What follows belongs to an exercise in optimizing a design on an open flow for small area, a short achievable clock period and few clock cycles; a production flow would make more cautious choices. In this exercise RTL edits were held to simulation tests only and were not proved equivalent to the original.

Setup of run 1:
==> flow/design.v (excerpt) <==
module mold_parser (
	input  logic                                  clk,
	input  logic                                  nreset,
	input  logic                                  axis_tvalid_i,
	input  logic [mold_stream_pkg::BEAT_BYTES*8-1:0] axis_tdata_i,
	input  logic [mold_stream_pkg::BEAT_BYTES-1:0]   axis_tkeep_i,
	input  logic                                  axis_tlast_i,
	output logic                                  axis_tready_o,
	output logic                                  mold_msg_v_o,
	output mold_stream_pkg::msg_beat_t            mold_msg_o,
	input  logic                                  mold_msg_ready_i,
	output logic                                  eos_v_o
);
Size: about 4100 cells after synthesis, ~490 flip-flops, about 300 I/O pins, ~31000 um^2 of cells after synthesis.
==> flow/config.mk <==
export PLATFORM = sky130hd
export DESIGN_NAME = mold_parser
export DESIGN_NICKNAME = mold_parser
export VERILOG_FILES = /design/flow/design.v
export SDC_FILE = /design/flow/constraint.sdc
export NUM_CORES = 4
export LEC_CHECK = 0
export ABC_AREA = 1
export CAP_MARGIN = 20
export CORE_MARGIN = 2
export CORE_UTILIZATION = 60
export SETUP_SLACK_MARGIN = 5
export SLEW_MARGIN = 20
export TNS_END_PERCENT = 5
==> flow/constraint.sdc <==
create_clock -name core_clock -period 8.5 [get_ports {clk}]
set_input_delay 1.7000 -clock core_clock [delete_from_list [all_inputs] [get_ports {clk}]]
set_output_delay 1.7000 -clock core_clock [all_outputs]
set_load 0.01 [all_outputs]
standard.sh (not shown) runs the stock make flow with config.mk's settings and CLKGATE_MAP_FILE= SYNTH_SCRIPT=/design/flow/synth_recipe.tcl, a recipe that flattens the netlist after the stock synthesis.
==> flow/flow/run.sh <==
#!/bin/bash
# The standard layout, with the port buffers that ORFS adds to every input and output made
# from the smallest buffer cell instead of the one buffer_ports picks on its own.
set -euo pipefail
export BUFFER_PORTS_ARGS="-buffer_cell sky130_fd_sc_hd__buf_1"
bash standard.sh > standard_flow.log 2>&1
Testbench counts of run 1, summed over its fixed seeds: cycles 69,390.
What run 2 does differently from run 1 at the input level:
diff --git a/flow/config.mk b/flow/config.mk
--- a/flow/config.mk
+++ b/flow/config.mk
@@ -9,5 +9,7 @@
 export CAP_MARGIN = 20
 export CORE_MARGIN = 2
-export CORE_UTILIZATION = 60
+export CORE_UTILIZATION = 55
+export CTS_CLUSTER_DIAMETER = 80
+export CTS_CLUSTER_SIZE = 30
 export SETUP_SLACK_MARGIN = 5
 export SLEW_MARGIN = 20
### Flow results
Run 2 ran to completion and came out clean on the timing, design-rule and antenna checks. Per the comparison of run 2 with run 1, fmax -1.9%; critical path depth now smaller. Area growth from synthesis to layout: run 2 lower than run 1. As far as total setup violations reported at the end of the flow goes, run 1 and run 2 are indistinguishable; the numbers are identical. Run 2 ended up with a higher slew at the pin closest to its max-slew limit than run 1 did. Of run 2 and run 1, the higher largest stage delay on the critical path belongs to run 1. Aggregate routed wire length | run 2 above run 1. Maximum buffer depth of the clock tree came out exactly the same in run 2 and run 1. Comparing run 2 and run 1, final core utilization is higher on run 1. Tapcell count was higher in run 2 than in run 1.
Here is what was changed in the inputs of run 3 compared with run 2.
==> flow/run.sh (new file) <==
#!/bin/bash
# synth_recipe.tcl (not shown) runs the flow's synth.tcl, then flattens the netlist and writes it again
# the make line also repeats each setting of config.mk as NAME=value (left out here)
make -C /OpenROAD-flow-scripts/flow DESIGN_CONFIG=/design/flow/config.mk WORK_HOME=/design/flow/orfs CLKGATE_MAP_FILE= SYNTH_SCRIPT=/design/flow/synth_recipe.tcl finish
diff --git a/flow/config.mk b/flow/config.mk
--- a/flow/config.mk
+++ b/flow/config.mk
@@ -9,8 +9,5 @@
 export CAP_MARGIN = 20
 export CORE_MARGIN = 2
-export CORE_UTILIZATION = 55
-export CTS_CLUSTER_DIAMETER = 80
-export CTS_CLUSTER_SIZE = 30
+export CORE_UTILIZATION = 65
 export SETUP_SLACK_MARGIN = 5
 export SLEW_MARGIN = 20
-export TNS_END_PERCENT = 5
removed: flow/flow/run.sh
removed: flow/standard.sh
Notes after the runs:
- Run 2 -> run 3: routed length on met3 increased by more than half
- Number of clock sinks: run 2 vs run 3 identical
- Compare run 3 and run 2 | final worst slack lower: run 3
- Taking run 3 as 1.0, run 2 lands at 0.942 on global-route wire length before repair.
- Comparing the two runs side by side, run 3 comes out behind run 2 on final instance area.
- NOTE: share of cell area taken by flip-flops and latches in run 3 falls short of that of run 2
- From run 2 to run 3 the numbers moved as follows: core occupancy in the finished layout went up by 17 points; portion of the layout cell area used by non-clock buffers went up by 6.1 points; synthesized netlist cell count was more or less identical.
### run 3 -> run 4
==> flow/flow/run.sh (new file) <==
#!/bin/bash
# The standard layout, with the port buffers that ORFS adds to every input and output made
# from the smallest buffer cell instead of the one buffer_ports picks on its own.
set -euo pipefail
export BUFFER_PORTS_ARGS="-buffer_cell sky130_fd_sc_hd__buf_1"
bash standard.sh > standard_flow.log 2>&1
==> flow/standard.sh (new file) <==
#!/bin/bash
# synth_recipe.tcl (not shown) runs the flow's synth.tcl, then flattens the netlist and writes it again
# the make line also repeats each setting of config.mk as NAME=value (left out here)
make -C /OpenROAD-flow-scripts/flow DESIGN_CONFIG=/design/flow/config.mk WORK_HOME=/design/flow/orfs CLKGATE_MAP_FILE= SYNTH_SCRIPT=/design/flow/synth_recipe.tcl "${@:-finish}"
diff --git a/flow/config.mk b/flow/config.mk
--- a/flow/config.mk
+++ b/flow/config.mk
@@ -9,5 +9,6 @@
 export CAP_MARGIN = 20
 export CORE_MARGIN = 2
-export CORE_UTILIZATION = 65
+export CORE_UTILIZATION = 55
 export SETUP_SLACK_MARGIN = 5
 export SLEW_MARGIN = 20
+export TNS_END_PERCENT = 5
removed: flow/run.sh
Findings:
Run 4 | stages: all done | timing, DRC, antenna: all pass
Measured against run 3, the wire length reported by the detailed router of run 4 comes out at 0.926 times the reference value.
Of run 4 and run 3, the run reporting the higher final-layout fill cell count was run 4.
The count of clock-buffer cells in the layout number comes out lower for run 4 vs run 3.
Higher placed instance count goes to run 4 over run 3.
Largest fanout of any net on the critical path was lower in the run labelled run 3.
Taking run 3 as the reference, in run 4 stage delay of the slowest cell on the critical path grew by 0.08 ns; detailed-routed wire length on met3 shrank by about 40%.

[re-timing with driven ports]
Ports are ideal in the flow. The routed layouts listed here were re-timed in OpenROAD.
Step 1 assumes that a clkbuf_16 drives the clock port and a buf_2 every other input.
Step 2, shift: input delay + t, output delay - t, t = (earliest + latest rising clock arrival at the registers) / 2. This alone moves slack from input paths to output paths.
a / b / c = ideal / step 1 / step 2; a / b = the first two.
| run | shift t [ns] | setup WS [ns] | hold slack, ns | worst setup path at the end | pins driven straight from the clock port |
|---|---|---|---|---|---|
| run 1 | 0.664 | 4.914 / 4.914 / 4.510 | 0.435 / 0.435 / 0.435 | input to register | 1 |
| run 2 | 0.695 | 4.844 / 4.838 / 4.426 | 0.434 / 0.434 / 0.434 | input to register | 1 |
| run 3 | 0.677 | 4.813 / 4.813 / 4.357 | 0.419 / 0.419 / 0.419 | input to register | 1 |
| run 4 | 0.671 | 4.838 / 4.838 / 4.423 | 0.419 / 0.419 / 0.419 | input to register | 1 |
After both steps every run listed still meets setup and hold. For run 3, which loses most, drivers alone change the setup slack by 0.000 ns; drivers and shift together by -0.456 ns.
